Background: an optimization exercise with open tools, aiming at small area. Do not read the settings as production practice. In this exercise RTL edits were held to simulation tests only and were not proved equivalent to the original. Power and IR drop assume default switching activity.

===== flow/run.sh =====
#!/bin/bash
# Standard synthesis, then the standard layout with: every combinational cell first set to
# its smallest size (synthesis upsizes many), the smallest buffer on each port, and a leaner
# clock tree (no dummy loads, larger sink clusters).
set -euo pipefail
bash standard.sh synth > synth.log 2>&1
bash standard.sh \
  "PRE_GLOBAL_PLACE_TCL=$PWD/flow/downsize.tcl" \
  "BUFFER_PORTS_ARGS=-buffer_cell sky130_fd_sc_hd__buf_1" \
  "CTS_ARGS=-sink_clustering_enable -repair_clock_nets -dont_use_dummy_load -sink_clustering_size 30 -sink_clustering_max_diameter 80" \
  finish > layout.log 2>&1

===== flow/downsize.tcl =====
# Give every combinational cell the smallest-area drive strength of its kind (ties go to the
# stronger cell). Flip-flops are left as synthesis made them. Later repair steps upsize where
# timing, slew or capacitance need it.
set db [ord::get_db]
set best [dict create]
foreach lib [$db getLibs] {
  foreach m [$lib getMasters] {
    set n [$m getName]
    if {![regexp {^(sky130_fd_sc_hd__[a-z0-9]+)_([0-9]+)$} $n -> base drv]} { continue }
    if {[lsearch -exact $::env(DONT_USE_CELLS) $n] >= 0} { continue }
    set a [expr {[$m getWidth] * [$m getHeight]}]
    if {[dict exists $best $base]} {
      lassign [dict get $best $base] ba bd bn
      if {$a > $ba || ($a == $ba && $drv <= $bd)} { continue }
    }
    dict set best $base [list $a $drv $n $m]
  }
}
set swapped 0
foreach inst [[ord::get_db_block] getInsts] {
  set n [[$inst getMaster] getName]
  if {![regexp {^(sky130_fd_sc_hd__[a-z0-9]+)_([0-9]+)$} $n -> base drv]} { continue }
  if {[string match {sky130_fd_sc_hd__*df*} $n]} { continue }
  if {![dict exists $best $base]} { continue }
  lassign [dict get $best $base] ba bd to tm
  if {$to ne $n} {
    $inst swapMaster $tm
    incr swapped
  }
}
puts "downsize: swapped $swapped instances"

===== standard.sh =====
#!/bin/bash
# synth_recipe.tcl (not shown) runs the flow's synth.tcl, then flattens the netlist and writes it again
# the make line also repeats each setting of config.mk as NAME=value (left out here)
make -C /OpenROAD-flow-scripts/flow DESIGN_CONFIG=/design/flow/config.mk WORK_HOME=/design/flow/orfs CLKGATE_MAP_FILE= SYNTH_SCRIPT=/design/flow/synth_recipe.tcl "${@:-finish}"

===== config.mk =====
export PLATFORM = sky130hd
export DESIGN_NAME = reg_file
export DESIGN_NICKNAME = reg_file
export VERILOG_FILES = /design/flow/design.v
export SDC_FILE = /design/flow/constraint.sdc
export NUM_CORES = 4
export LEC_CHECK = 0
export CAP_MARGIN = 10
export CELL_PAD_IN_SITES_DETAIL_PLACEMENT = 1
export CELL_PAD_IN_SITES_GLOBAL_PLACEMENT = 1
export CORE_MARGIN = 2
export CORE_UTILIZATION = 40
export GPL_TIMING_DRIVEN = 0
export SLEW_MARGIN = 10
export SYNTH_HIERARCHICAL = 1
export SYNTH_MINIMUM_KEEP_SIZE = 0

===== constraint.sdc =====
create_clock -name core_clock -period 7.0 [get_ports {clk}]
set_input_delay 1.4000 -clock core_clock [delete_from_list [all_inputs] [get_ports {clk}]]
set_output_delay 1.4000 -clock core_clock [all_outputs]
set_load 0.01 [all_outputs]

===== design.v =====
module rf_inv (input logic a, output logic y);
    assign y = ~a;
endmodule
module rf_nand2 (input logic a, b, output logic y);
    assign y = ~(a & b);
endmodule
module rf_nand3 (input logic a, b, c, output logic y);
    assign y = ~(a & b & c);
endmodule
module rf_nand4 (input logic a, b, c, d, output logic y);
    assign y = ~(a & b & c & d);
endmodule
module rf_nor2 (input logic a, b, output logic y);
    assign y = ~(a | b);
endmodule
module rf_nor3 (input logic a, b, c, output logic y);
    assign y = ~(a | b | c);
endmodule
module rf_nor4 (input logic a, b, c, d, output logic y);
    assign y = ~(a | b | c | d);
endmodule
module rf_a21oi (input logic a1, a2, b1, output logic y);
    assign y = ~((a1 & a2) | b1);
endmodule
module rf_o22ai (input logic a1, a2, b1, b2, output logic y);
    assign y = ~((a1 | a2) & (b1 | b2));
endmodule
module rf_a222oi (input logic a1, a2, b1, b2, c1, c2, output logic y);
    assign y = ~((a1 & a2) | (b1 & b2) | (c1 & c2));
endmodule
module rf_xnor2 (input logic a, b, output logic y);
    assign y = ~(a ^ b);
endmodule
module rf_xor2 (input logic a, b, output logic y);
    assign y = a ^ b;
endmodule
module rf_rdec (
    input  logic [4:0]  a,
    output logic [31:1] sel,
    output logic        nz
);
    logic [4:0]  an;
    logic [3:0]  lo;
    logic [7:0]  hi;
    logic [31:0] sn;
    for (genvar b = 0; b < 5; b++) begin : g_inv
        rf_inv u_i (.a(a[b]), .y(an[b]));
    end
    rf_nor2 u_lo0 (.a(a[1]),  .b(a[0]),  .y(lo[0]));
    rf_nor2 u_lo1 (.a(a[1]),  .b(an[0]), .y(lo[1]));
    rf_nor2 u_lo2 (.a(an[1]), .b(a[0]),  .y(lo[2]));
    rf_nor2 u_lo3 (.a(an[1]), .b(an[0]), .y(lo[3]));
    for (genvar k = 0; k < 8; k++) begin : g_hi
        rf_nor3 u_h (
            .a(k[2] ? an[4] : a[4]),
            .b(k[1] ? an[3] : a[3]),
            .c(k[0] ? an[2] : a[2]),
            .y(hi[k])
        );
    end
    for (genvar i = 0; i < 32; i++) begin : g_sel
        rf_nand2 u_n (.a(hi[i / 4]), .b(lo[i % 4]), .y(sn[i]));
        if (i == 0) begin : g_z
            assign nz = sn[0];
        end else begin : g_s
            rf_inv u_s (.a(sn[i]), .y(sel[i]));
        end
    end
endmodule
module rf_wdec (
    input  logic [4:0]  a,
    input  logic        we,
    input  logic        rst,       
    output logic [31:1] en,
    output logic [31:1] en_n
);
    logic [4:0]  an;
    logic        wen;
    logic [3:0]  lo;
    logic [7:0]  whi;
    logic [31:1] t;
    for (genvar b = 0; b < 5; b++) begin : g_inv
        rf_inv u_i (.a(a[b]), .y(an[b]));
    end
    rf_inv u_wen (.a(we), .y(wen));
    rf_nor2 u_lo0 (.a(a[1]),  .b(a[0]),  .y(lo[0]));
    rf_nor2 u_lo1 (.a(a[1]),  .b(an[0]), .y(lo[1]));
    rf_nor2 u_lo2 (.a(an[1]), .b(a[0]),  .y(lo[2]));
    rf_nor2 u_lo3 (.a(an[1]), .b(an[0]), .y(lo[3]));
    for (genvar k = 0; k < 8; k++) begin : g_hi
        rf_nor4 u_h (
            .a(wen),
            .b(k[2] ? an[4] : a[4]),
            .c(k[1] ? an[3] : a[3]),
            .d(k[0] ? an[2] : a[2]),
            .y(whi[k])
        );
    end
    for (genvar i = 1; i < 32; i++) begin : g_en
        rf_a21oi u_t  (.a1(whi[i / 4]), .a2(lo[i % 4]), .b1(rst), .y(t[i]));
        rf_inv   u_e  (.a(t[i]),  .y(en[i]));
        rf_inv   u_en (.a(en[i]), .y(en_n[i]));
    end
endmodule
module rf_rdbit (
    input  logic [31:1] s,
    input  logic [31:1] d,
    input  logic        ph,
    output logic        y
);
    logic [10:0] n;    
    logic [2:0]  p;    
    logic        o_n;
    for (genvar k = 0; k < 10; k++) begin : g_aoi
        rf_a222oi u_aoi (
            .a1(s[3*k+1]), .a2(d[3*k+1]),
            .b1(s[3*k+2]), .b2(d[3*k+2]),
            .c1(s[3*k+3]), .c2(d[3*k+3]),
            .y (n[k])
        );
    end
    rf_nand2 u_n31 (.a(s[31]), .b(d[31]), .y(n[10]));
    rf_nand4 u_p0 (.a(n[0]), .b(n[1]), .c(n[2]), .d(n[3]), .y(p[0]));
    rf_nand4 u_p1 (.a(n[4]), .b(n[5]), .c(n[6]), .d(n[7]), .y(p[1]));
    rf_nand3 u_p2 (.a(n[8]), .b(n[9]), .c(n[10]),          .y(p[2]));
    rf_nor3  u_o  (.a(p[0]), .b(p[1]), .c(p[2]), .y(o_n));
    rf_xnor2 u_y  (.a(o_n), .b(ph), .y(y));
endmodule
module reg_file #(
    parameter int DATA_W = 32,
    parameter int ADDR_W = 5
) (
    input  logic              clk,
    input  logic              rst_n,
    input  logic              RegWrite,
    input  logic [ADDR_W-1:0] WriteReg,
    input  logic [DATA_W-1:0] WriteData,
    input  logic [ADDR_W-1:0] ReadReg1,
    input  logic [ADDR_W-1:0] ReadReg2,
    output logic [DATA_W-1:0] ReadData1,
    output logic [DATA_W-1:0] ReadData2,
    input  logic [ADDR_W-1:0] DbgReg,
    output logic [DATA_W-1:0] DbgData
);
    localparam int DEPTH = 32;
    logic [DEPTH-1:1][DATA_W-1:0] regs;    
    logic              phase, phase_d;
    logic              rst;
    logic [DATA_W-1:0] wx;                  
    logic [DEPTH-1:1]  en, en_n;
    logic [DEPTH-1:1]  sel1, sel2, sel3;
    logic [2:0]        nz;                  
    logic [2:0]        pe;                  
    rf_inv  u_rst (.a(rst_n), .y(rst));
    rf_nor2 u_phd (.a(rst), .b(phase), .y(phase_d));
    always_ff @(posedge clk) begin
        phase <= phase_d;
    end
    for (genvar j = 0; j < DATA_W; j++) begin : g_wx
        logic u, xn;
        rf_xor2 u_x (.a(WriteData[j]), .b(phase), .y(u));
        rf_nor2 u_n (.a(rst), .b(u), .y(xn));
        rf_inv  u_i (.a(xn), .y(wx[j]));
    end
    rf_wdec u_wdec (.a(WriteReg), .we(RegWrite), .rst(rst), .en(en), .en_n(en_n));
    for (genvar i = 1; i < DEPTH; i++) begin : g_reg
        logic [DATA_W-1:0] nxt;
        for (genvar j = 0; j < DATA_W; j++) begin : g_bit
            rf_o22ai u_nx (.a1(en_n[i]), .a2(wx[j]), .b1(en[i]), .b2(regs[i][j]), .y(nxt[j]));
        end
        always_ff @(posedge clk) begin
            regs[i] <= nxt;
        end
    end
    rf_rdec u_rdec1 (.a(ReadReg1), .sel(sel1), .nz(nz[0]));
    rf_rdec u_rdec2 (.a(ReadReg2), .sel(sel2), .nz(nz[1]));
    rf_rdec u_rdec3 (.a(DbgReg),   .sel(sel3), .nz(nz[2]));
    for (genvar p = 0; p < 3; p++) begin : g_pe
        logic u;
        rf_nand2 u_n (.a(phase), .b(nz[p]), .y(u));
        rf_inv   u_i (.a(u), .y(pe[p]));
    end
    for (genvar j = 0; j < DATA_W; j++) begin : g_bit
        logic [DEPTH-1:1] col;
        for (genvar i = 1; i < DEPTH; i++) begin : g_col
            assign col[i] = regs[i][j];
        end
        rf_rdbit u_rd1 (.s(sel1), .d(col), .ph(pe[0]), .y(ReadData1[j]));
        rf_rdbit u_rd2 (.s(sel2), .d(col), .ph(pe[1]), .y(ReadData2[j]));
        rf_rdbit u_rd3 (.s(sel3), .d(col), .ph(pe[2]), .y(DbgData[j]));
    end
endmodule

==> results of run 1 <==
[power by group]
group          switching [W]  internal, W
clock                0.00201      0.00132
sequential          0.000759      0.00638
combinational        0.00169     0.000737
total                0.00447      0.00844
[critical path, stage by stage]
cell and delay [ps]:
buf_1 210, nor3_1 180, nand2_1 130, clkinv_2 940, a222oi_1 760, nand4_1 160
nor3_1 920, xnor2_1 210, buf_1 170
[layer usage]
layer	routed length, um	share of wire (%)	global-route usage (%)
met3	39550	15	15.56
met1	96330	36	59.00
met4	24840	9.2	39.30
met2	110300	41	68.48
met5	162	0.060	0.9760
[sequential cells by signal (all words and copies together) (netlist names)]
signal,flops
regs,992
phase,1
[logic make-up after synthesis]
| logic type | Yosys count | share of synthesized area, % |
|---|---|---|
| simple gates | 660 | 9.331 |
| xor+xnor | 128 | 2.683 |
| flops | 993 | 47.58 |
| buf+inv | 212 | 1.905 |
| compound gates | 1983 | 38.50 |
[final timing paths]
kind / startpoint / endpoint
min reg2reg: regs[827]$_DFF_P_ / regs[827]$_DFF_P_
min: regs[827]$_DFF_P_ / regs[827]$_DFF_P_
max: ReadReg2[2] / ReadData2[4]
max reg2reg: phase$_DFF_P_ / regs[879]$_DFF_P_
[final cells by class]
class	count	share of cell area (%)
antenna	4	0.02241
clock buffer	52	2.913
inverter	212	1.798
multi-input combinational	2771	45.54
sequential	993	44.51
tap	1380	3.865
timing repair buffer	152	1.350
[metrics by stage]
step	cell area, um^2	util (%)	total power [W]
2_1_floorplan	41780	-	0.008394
3_3_place_gp	43300	41.84	0.009406
3_5_place_dp	43350	41.89	0.009481
4_1_cts	44650	43.14	0.01270
5_1_grt	44660	43.15	0.01321
6_report	44670	43.16	0.01291
[placed cells by master (no fill, tap or decap), types with 4 or more instances in the layout]
| master | count |
|---|---|
| inv_2 | 208 |
| a21oi_1 | 31 |
| dfxtp_1 | 992 |
| o22ai_1 | 992 |
| nand4_1 | 192 |
| nand2_1 | 195 |
| xnor2_1 | 96 |
| xor2_1 | 32 |
| diode_2 | 4 |
| nand3_1 | 96 |
| nor4_1 | 8 |
| nor3_1 | 119 |
| a222oi_1 | 960 |
| nor2_1 | 49 |
| buf_1 | 150 |
| clkbuf_16 | 52 |
[Yosys stat by module (local to each module, per instance), a selection]
module	area, um^2	copies in the design	flops+latches	cells
rf_nor2	3.754	49	0	1
rf_nor4	12.51	8	0	1
rf_nand3	5.005	96	0	1
rf_xor2	8.758	32	0	1
rf_nand4	6.256	192	0	1
rf_a21oi	8.758	31	0	1
==> key figures, run 1 <==
Status
  – Status: complete, but fails checks
  – Failing Checks: capacitance limit

STA
  – Slew headroom: 0.2506%
  – RSZ-0062 raised after global routing: no
  – Slew @ Worst Pin: 1494 ps
  – Fmax achieved: 0.1537 GHz
  – Tcrit/Tclk final: 92.96%
  – Worst hold slack: slightly below 500 ps
  – Endpoints failing setup: 0
  – Final TNS setup: 0 ps
  – Final Hold Violating Endpoints: 0
  – Crit path time final: 6507 ps
  – Final WS setup: a little under 500 ps
  – Slew Viols, Final: 0
  – Clk_skew: around 49 ps

Worst setup path
  – Worst path required time: roughly 5600 ps
  – Reg2Reg Depth: 5
  – Crit path DAT: 5110 ps
  – Crit start category: input pin
  – Crit path kind: in2out
  – Worst Setup End Kind: output port
  – Setup slack, reg-to-reg: 4510 ps
  – CP Max Fanout: 32

Placement
  – Setup slack after placement: 1098 ps
  – Routability Congestion: 0.9034
  – Placed wire-length estimate: roughly 140000 um
  – Dpl cells: 5508
  – Port Buffers: 150

Synthesis
  – Post-synth top area share: 47.58%
  – Top-count cell post-synth: dfxtp_1
  – Mapped Area: roughly 0.042 mm^2
  – Syn avg cell area: 10.51 um^2
  – Async S/R FF share, synth: 0%
  – Post-synth top cells: dfxtp_1 (993), o22ai_1 (992), a222oi_1 (960)
  – Top area cells in the synthesized netlist: dfxtp_1 (48%), a222oi_1 (23%), o22ai_1 (15%)
  – Yosys cell types: 13
  – Synth Flop Type: dfxtp_1
  – Area leader, netlist: dfxtp_1
  – Post-Syn Instances: 3976
  – Sequential share of the synthesized area: 47.58%
  – Syn nets: 4031
  – Yosys reg bits: about 990
  – Synth warn: 7
  – EDFF count, synth: 0

Route
  – DR pass1 iterations: 14
  – Iteration-0 DRC Markers: 13380
  – Routed wire length: 271200 um
  – Vias per cell: approximately 9
  – DRT antenna net count: 0
  – Remaining DRCs: 0
  – Avg WL per Cell: 48.74 um
  – Vias: 48670

Clock network
  – CTS buffer count: 52
  – Worst skew pair latency: 740 ps
  – Worst-path clk slew: 70 ps
  – Clock tree buffer depth: 3
  – Sink Count: 993
  – Resized Gates After CTS: 0
  – CTS Hold Bufs: 0
  – Clk root buf: clkbuf_16
  – Postcts setup bufs: 0
  – CTS tree: yes
  – # H-tree levels: 2

Floorplanning
  – FP Rows: about 120
  – I/O Pins: approximately 150
  – Initial Util: between 40% and 50%
  – Chip height: 327.2 um
  – Core area: between 0.1 and 0.15 mm^2
  – Die area: 0.1071 mm^2
  – Die X: around 330 um

Global routing
  – Overflow after GRT: 0
  – Vias in the first global route: 46550
  – Total GRT Usage: between 40% and 50%
  – Largest net degree at the start of global routing: 65
  – First-pass GRT wire length: 366500 um
  – Antenna violations before repair: 8

Finish
  – Multi-input logic area: 0.02034 mm^2
  – Final #Nets: 4237
  – Seq. cell area: 0.01988 mm^2
  – Share of cells above drive strength 1: under 10%
  – Fill count: about 12000
  – Area Overhead vs Synth: 6.912%
  – Non-filler cells, final: ~5600

Min path
  – Worst min-delay path class: reg2reg
  – Hold depth: 1

Run
  – Max Cap Viol: 1

Pwr
  – Max IR drop VDD: 0.2153 mV
  – Leak pwr: 15.16 nW
  – PwrDens: 288.9 mW/mm^2
==> inputs of run 2 (changes only) <==
--- a/config.mk
+++ b/config.mk
@@ -5,12 +5,12 @@
 export SDC_FILE = /design/flow/constraint.sdc
 export NUM_CORES = 4
 export LEC_CHECK = 0
-export CAP_MARGIN = 10
+export CAP_MARGIN = 20
 export CELL_PAD_IN_SITES_DETAIL_PLACEMENT = 1
 export CELL_PAD_IN_SITES_GLOBAL_PLACEMENT = 1
 export CORE_MARGIN = 2
 export CORE_UTILIZATION = 40
 export GPL_TIMING_DRIVEN = 0
-export SLEW_MARGIN = 10
+export SLEW_MARGIN = 20
 export SYNTH_HIERARCHICAL = 1
 export SYNTH_MINIMUM_KEEP_SIZE = 0
==> key figures, run 2 <==
Worst setup path
  – Worst R2R Start: phase$_DFF_P_
  – Reg-to-reg endpoint: regs[879]$_DFF_P_
  – Setup crit end: DbgData[31]
  – Crit-path max cell delay: 900 ps
  – Worst path required time: 5600 ps
  – Crit-path cells: buf_1, nor3_1, nand2_1, clkinv_2, a222oi_1, nand4_1, nor3_1, xnor2_1, buf_1
  – Largest delay contributor family on the critical path: simple AND/OR/NAND/NOR gates
  – Worst Setup End Kind: output port
  – Stages on the worst setup path: 9
  – Crit path kind: in2out
  – Critical Path Source: DbgReg[4]
  – CP Max Fanout: 32
  – Reg2Reg Depth: 4
  – Setup slack, reg-to-reg: between 4000 and 5000 ps
  – Crit path DAT: 5050 ps
  – WP buf/inv: 3
  – Crit-path slowest cell: clkinv_2
  – Crit start category: input pin

Clock network
  – Sink Count: between 900 and 1000
  – Postcts setup bufs: 0
  – CTS buffer count: a little over 50
  – Clk root buf: clkbuf_16
  – Worst-path clk slew: 70 ps
  – Resized Gates After CTS: 0
  – Worst skew pair latency: 760 ps
  – CTS Hold Bufs: 0
  – Clock tree buffer depth: 3
  – # H-tree levels: 2
  – CTS tree: yes

Synthesis
  – Yosys reg bits: around 1000
  – Syn nets: 4031
  – Yosys cell types: 13
  – EDFF count, synth: 0
  – Syn avg cell area: 10.51 um^2
  – Synth Flop Type: dfxtp_1
  – Synth warn: 7
  – Top area cells in the synthesized netlist: dfxtp_1 (48%), a222oi_1 (23%), o22ai_1 (15%)
  – Async S/R FF share, synth: 0%
  – Area leader, netlist: dfxtp_1
  – Post-synth top cells: dfxtp_1 (993), o22ai_1 (992), a222oi_1 (960)
  – Top-count cell post-synth: dfxtp_1
  – Post-synth top area share: between 40 and 50%
  – Post-Syn Instances: 3976
  – Mapped Area: 0.04178 mm^2
  – Sequential share of the synthesized area: 47.58%

STA
  – Slew headroom: between 10% and 20%
  – Final TNS setup: 0 ps
  – Slew Viols, Final: 0
  – Endpoints failing setup: 0
  – Clk_skew: 67.90 ps
  – Slew @ Worst Pin: about 1300 ps
  – Crit path time final: 6454 ps
  – Fmax achieved: 0.1549 GHz
  – RSZ-0062 raised after global routing: no
  – Tcrit/Tclk final: 92.20%
  – Final Hold Violating Endpoints: 0

Floorplanning
  – Chip height: ~330 um
  – Die area: ~0.11 mm^2
  – I/O Pins: 151
  – Initial Util: 40.37%
  – Core area: ~0.10 mm^2
  – FP Rows: roughly 120
  – Die X: 327.2 um

Placement
  – Placed wire-length estimate: 139200 um
  – Port Buffers: 150
  – Routability Congestion: between 0.9 and 1

Route
  – Vias per cell: between 8 and 9
  – Vias: 48370
  – Iteration-0 DRC Markers: 12940
  – DR pass1 iterations: 13
  – DRT antenna net count: 0
  – Routed wire length: 269700 um
  – Avg WL per Cell: between 40 and 50 um
  – Remaining DRCs: 0

Finish
  – Finished Core Util: roughly 44%
  – Area Overhead vs Synth: 7.762%
  – Most frequent cells in the layout: o22ai_1 (992), dfxtp_1 (992), a222oi_1 (960), nand2_1 (195), nand4_1 (192)
  – Final #Nets: between 4000 and 5000
  – Number of flip-flops under the largest register name: 992
  – Biggest regs: regs x992, phase x1
  – Share of cells above drive strength 1: under 10%
  – Most flop-heavy register: regs

Global routing
  – Total GRT Usage: a little under half
  – Overflow after GRT: 0
  – Largest net degree at the start of global routing: 65
  – Antenna violations before repair: 7
  – Vias in the first global route: 46520
  – First-pass GRT wire length: 365400 um

Min path
  – Hold depth: 1
  – Worst min-delay path class: reg2reg

Pwr
  – Leak pwr: 15.28 nW
  – Max IR drop VDD: 0.2439 mV
  – PwrDens: 285.7 mW/mm^2

Status
  – Status: finished clean

Run
  – Max Cap Viol: 0
==> run 2: cell counts after synthesis <==
Identical to the previous run, type by type.
==> run 2: per-stage QoR <==
step                setup WS [ps]  area, um^2  cells  hold slack, ps  total power [W]
finish                      546.2       45020   5580           491.2          0.01287
global route                688.2       45020   5577           501.6          0.01318
CTS                          1098       44840   5569           490.3          0.01266
detailed placement           1097       43570   5518           473.1         0.009483
global placement             1139       43300   5506           462.5         0.009406
floorplan                    2692       41780   3976           452.8         0.008394
==> run 2: logic make-up after synthesis <==
| family | share of synthesized area (%) |
|---|---|
| flip-flops | 47.58 |
| AO/OA/AOI/OAI | 38.50 |
| buffers and inverters | 1.905 |
| XOR/XNOR | 2.683 |
| AND/OR/NAND/NOR | 9.331 |
==> run 2: layer usage <==
layer	GRT usage (%)	part of all wire, %
met5	0.4437	0.035
met4	39.13	9.4
met3	15.99	15
met2	68.45	41
met1	58.50	35
==> run 2: Yosys stat by module, one instance, submodules excluded, excerpt <==
module    cells  copies in the design  area [um^2]
rf_inv        1                   212        3.754
rf_nand3      1                    96        5.005
rf_nor3       1                   120        10.01
rf_nor4       1                     8        12.51
rf_o22ai      1                   992        6.256
rf_xor2       1                    32        8.758
==> run 2: layout make-up <==
class | count | area [um^2]
diodes | 4 | 10.01
clock buffers | 51 | 1276
fillers | 11620 | 58470
inverters | 212 | 833.3
multi-input cells | 2771 | 20340
flip-flops and latches | 993 | 19880
well taps | 1380 | 1727
repair buffers | 169 | 950.9
==> run 2: power breakdown <==
part | leakage [nW] | total, W | internal, W | switching (W)
registers | 8.36 | 0.00714 | 0.00638 | 0.000762
clock network | 0.628 | 0.00330 | 0.00130 | 0.00200
logic | 6.30 | 0.00242 | 0.000743 | 0.00168
==> run 2: how the worst min path moves through the flow <==
stage                       from                end  slack, ps
2_1_floorplan  regs[128]$_DFF_P_  regs[128]$_DFF_P_        450
3_3_place_gp   regs[805]$_DFF_P_  regs[805]$_DFF_P_        460
3_5_place_dp   regs[936]$_DFF_P_  regs[936]$_DFF_P_        470
4_1_cts        regs[734]$_DFF_P_  regs[734]$_DFF_P_        490
5_1_grt        regs[899]$_DFF_P_  regs[899]$_DFF_P_        500
6_report       regs[734]$_DFF_P_  regs[734]$_DFF_P_        490
==> inputs of run 3 (changes only) <==
--- a/design.v
+++ b/design.v
@@ -30,9 +30,6 @@
 endmodule
 module rf_xnor2 (input logic a, b, output logic y);
     assign y = ~(a ^ b);
-endmodule
-module rf_xor2 (input logic a, b, output logic y);
-    assign y = a ^ b;
 endmodule
 module rf_rdec (
     input  logic [4:0]  a,
@@ -157,10 +154,9 @@
         phase <= phase_d;
     end
     for (genvar j = 0; j < DATA_W; j++) begin : g_wx
-        logic u, xn;
-        rf_xor2 u_x (.a(WriteData[j]), .b(phase), .y(u));
-        rf_nor2 u_n (.a(rst), .b(u), .y(xn));
-        rf_inv  u_i (.a(xn), .y(wx[j]));
+        logic u;
+        rf_xnor2 u_x (.a(WriteData[j]), .b(phase), .y(u));
+        rf_nand2 u_n (.a(rst_n), .b(u), .y(wx[j]));
     end
     rf_wdec u_wdec (.a(WriteReg), .we(RegWrite), .rst(rst), .en(en), .en_n(en_n));
     for (genvar i = 1; i < DEPTH; i++) begin : g_reg
--- a/flow/run.sh
+++ b/flow/run.sh
@@ -7,5 +7,5 @@
 bash standard.sh \
   "PRE_GLOBAL_PLACE_TCL=$PWD/flow/downsize.tcl" \
   "BUFFER_PORTS_ARGS=-buffer_cell sky130_fd_sc_hd__buf_1" \
-  "CTS_ARGS=-sink_clustering_enable -repair_clock_nets -dont_use_dummy_load -sink_clustering_size 30 -sink_clustering_max_diameter 80" \
+  "CTS_ARGS=-sink_clustering_enable -repair_clock_nets -dont_use_dummy_load -sink_clustering_size 25 -sink_clustering_max_diameter 70" \
   finish > layout.log 2>&1
==> key figures, run 3 <==
Status
  – Status: finished clean

Clock network
  – Resized Gates After CTS: 0
  – Postcts setup bufs: 0
  – Clk root buf: clkbuf_16
  – # H-tree levels: 3
  – CTS buffer count: 73
  – Worst skew pair latency: 700 ps
  – CTS Hold Bufs: 0
  – Worst-path clk slew: 70 ps
  – Clock tree buffer depth: 3
  – Sink Count: about 990
  – CTS tree: yes

Floorplanning
  – Core area: 0.1033 mm^2
  – FP Rows: around 120
  – I/O Pins: 151
  – Die area: 0.1067 mm^2
  – Chip height: 326.7 um
  – Die X: 326.7 um
  – Initial Util: 40.31%

Finish
  – Biggest regs: regs x992, phase x1
  – Final #Nets: roughly 4200
  – Most flop-heavy register: regs
  – Most frequent cells in the layout: o22ai_1 (992), dfxtp_1 (992), a222oi_1 (960), nand2_1 (195), nand4_1 (192)
  – Share of cells above drive strength 1: just over 7%
  – Number of flip-flops under the largest register name: ~1000
  – Area Overhead vs Synth: 9.142%

Route
  – DR pass1 iterations: 13
  – Vias: roughly 49000
  – Vias per cell: 8.768
  – Iteration-0 DRC Markers: 13190
  – Routed wire length: 268500 um
  – Avg WL per Cell: 48.24 um
  – Remaining DRCs: 0
  – DRT antenna net count: 0

Synthesis
  – Mapped Area: around 0.042 mm^2
  – Syn avg cell area: 10.56 um^2
  – Top area cells in the synthesized netlist: dfxtp_1 (48%), a222oi_1 (23%), o22ai_1 (15%)
  – Yosys reg bits: approximately 990
  – Synth Flop Type: dfxtp_1
  – Syn nets: 3999
  – Async S/R FF share, synth: 0%
  – Post-Syn Instances: 3944
  – Synth warn: 7
  – Yosys cell types: 12
  – Area leader, netlist: dfxtp_1
  – Top-count cell post-synth: dfxtp_1
  – EDFF count, synth: 0
  – Sequential share of the synthesized area: 47.72%
  – Post-synth top area share: 47.72%
  – Post-synth top cells: dfxtp_1 (993), o22ai_1 (992), a222oi_1 (960)

Min path
  – HP Start: regs[535]$_DFF_P_
  – Hold depth: 1
  – Worst min-delay path class: reg2reg
  – Hold EP: regs[535]$_DFF_P_

Run
  – Max Cap Viol: 0

Worst setup path
  – Crit-path slowest cell: clkinv_2
  – Stages on the worst setup path: 9
  – Crit path kind: in2out
  – WP buf/inv: 3
  – Largest delay contributor family on the critical path: simple AND/OR/NAND/NOR gates
  – Reg-to-reg endpoint: regs[275]$_DFF_P_
  – Crit-path max cell delay: approximately 760 ps
  – Setup slack, reg-to-reg: 4740 ps
  – Reg2Reg Depth: 3
  – CP Max Fanout: 33
  – Worst Setup End Kind: output port
  – Worst path required time: 5600 ps
  – Worst R2R Start: phase$_DFF_P_
  – Crit start category: input pin
  – Crit-path cells: buf_1, nor2_1, nand2_1, clkinv_2, a222oi_1, nand4_1, nor3_1, xnor2_1, buf_1
  – Top cell by count, worst path: buf_1
  – Crit path DAT: a little over 5000 ps

Global routing
  – Met2 usage: 68.81%
  – Antenna violations before repair: 7
  – Met1 Use GR: 59.94%
  – First-pass GRT wire length: roughly 360000 um
  – GRT Max-Usage Layer: met2
  – Vias in the first global route: 46230
  – Overflow after GRT: 0
  – Met3 capacity usage during global routing: between 10% and 20%
  – Total GRT Usage: 47.48%
  – Largest net degree at the start of global routing: 37

Placement
  – Placed wire-length estimate: 137800 um
  – Port Buffers: 150
  – Routability Congestion: 0.8895

Pwr
  – Max IR drop VDD: 0.1917 mV
  – Seq pwr share: a little over half
  – Comb pwr share: 18.1%
  – Net switching power: 0.004595 W
  – Power, Total: 0.01359 W
  – Leak pwr: 15.39 nW
  – P_int: 0.008990 W
  – Clk pwr share: 29.4%
  – Switching portion of total power: approximately 34%
  – PwrDens: ~300 mW/mm^2

STA
  – Final Hold Violating Endpoints: 0
  – Crit path time final: 6549 ps
  – Tcrit/Tclk final: 93.56%
  – Final TNS setup: 0 ps
  – Slew @ Worst Pin: roughly 1400 ps
  – Slew headroom: under 10%
  – Slew Viols, Final: 0
  – Fmax achieved: between 0.15 and 0.2 GHz
  – Endpoints failing setup: 0
  – RSZ-0062 raised after global routing: no
  – Clk_skew: between 20 and 30 ps
run 3: logic make-up after synthesis:
logic type	Yosys count	share of synthesized area, %
compound gates	1983	38.61
xor+xnor	128	2.691
buf+inv	180	1.622
flops	993	47.72
simple gates	660	9.358
run 3: through the flow:
step,setup slack (ps),area (um^2),utilization [%],cells,hold WS (ps)
finish,450.6,45470,44.00,5566,488.1
floorplan,2692,41660,-,3944,452.8
global placement,1031,43180,41.78,5474,462.7
detailed placement,1032,43540,42.13,5486,472.5
global route,608.9,45460,43.99,5562,499.9
CTS,1034,45370,43.90,5559,488.3
run 3: per-layer routing:
layer	routed length, um	part of all wire (%)
met1	98070	37
met2	109700	41
met3	38930	14
met4	21820	8.1
met5	0	0
run 3: power groups by stage:
stage	Sequential, W	Clock [W]	Combinational, W
after global placement	0.00718	0	0.00223
after detailed placement	0.00719	0	0.00231
after floorplan	0.00703	0	0.00136
after global routing	0.00722	0.00417	0.00248
final	0.00714	0.00399	0.00246
after CTS	0.00708	0.00398	0.00231
run 3: worst max-delay path by stage:
stage	endpoint	slack, ps	startpoint
3_5_place_dp	ReadData2[18]	1030	ReadReg2[1]
4_1_cts	ReadData2[18]	1030	ReadReg2[0]
6_report	DbgData[0]	450	DbgReg[1]
2_1_floorplan	DbgData[0]	2690	DbgReg[3]
5_1_grt	DbgData[0]	610	DbgReg[1]
3_3_place_gp	regs[79]$_DFF_P_	1030	rst_n
run 3: modules after synthesis, one instance, submodules excluded, excerpt:
module	flops+latches	cells inside	copies in the design	cell area (um^2)
rf_nor2	0	1	17	3.754
rf_inv	0	1	180	3.754
rf_nand4	0	1	192	6.256
rf_a21oi	0	1	31	8.758
rf_a222oi	0	1	960	10.01
rf_nand3	0	1	96	5.005
reg_file	993	993	1	19880
rf_nand2	0	1	227	3.754
rf_o22ai	0	1	992	6.256
rf_nor4	0	1	8	12.51
rf_xnor2	0	1	128	8.758
rf_nor3	0	1	120	10.01
run 3: area by class of cell:
type                            count  area (um^2)
Antenna cell                        4        10.01
Clock buffer                       73         1827
Fill cell                       11460        57880
Inverter                          180        709.4
Multi-Input combinational cell   2771        20420
Sequential cell                   993        19880
Tap cell                         1380         1727
Timing Repair Buffer              165        894.6

==> re-timing with driven ports <==
In the flow no input, the clock included, has a driving cell. The finished layouts below were timed again as built, in two steps.
Step 1 (the two cells are an assumption about what drives the block):
set clk [get_ports {clk}]
set_driving_cell -lib_cell sky130_fd_sc_hd__clkbuf_16 $clk
set_driving_cell -lib_cell sky130_fd_sc_hd__buf_2 [delete_from_list [all_inputs] $clk]
Step 2 times the ports against the registers' clock, not the clock port: input delays grow and output delays shrink by t, the midpoint of the rising clock arrivals with the driver on.
Three values: no drivers, after step 1, after step 2; two values: the first two.
run	t (ns)	setup WS [ns]	worst setup path after step 2	latest minus earliest clock arrival (ns)	slew at the worst register clock pin (ns)
run 1	0.781	0.493 / 0.462 / 0.462	input to output	0.065 / 0.064	0.12 / 0.12
run 2	0.790	0.546 / 0.517 / 0.517	input to output	0.082 / 0.082	0.12 / 0.12
run 3	0.751	0.451 / 0.427 / 0.427	input to output	0.058 / 0.058	0.10 / 0.10
For run 1, which loses most, drivers alone change the setup slack by -0.031 ns; drivers and shift together by -0.031 ns.
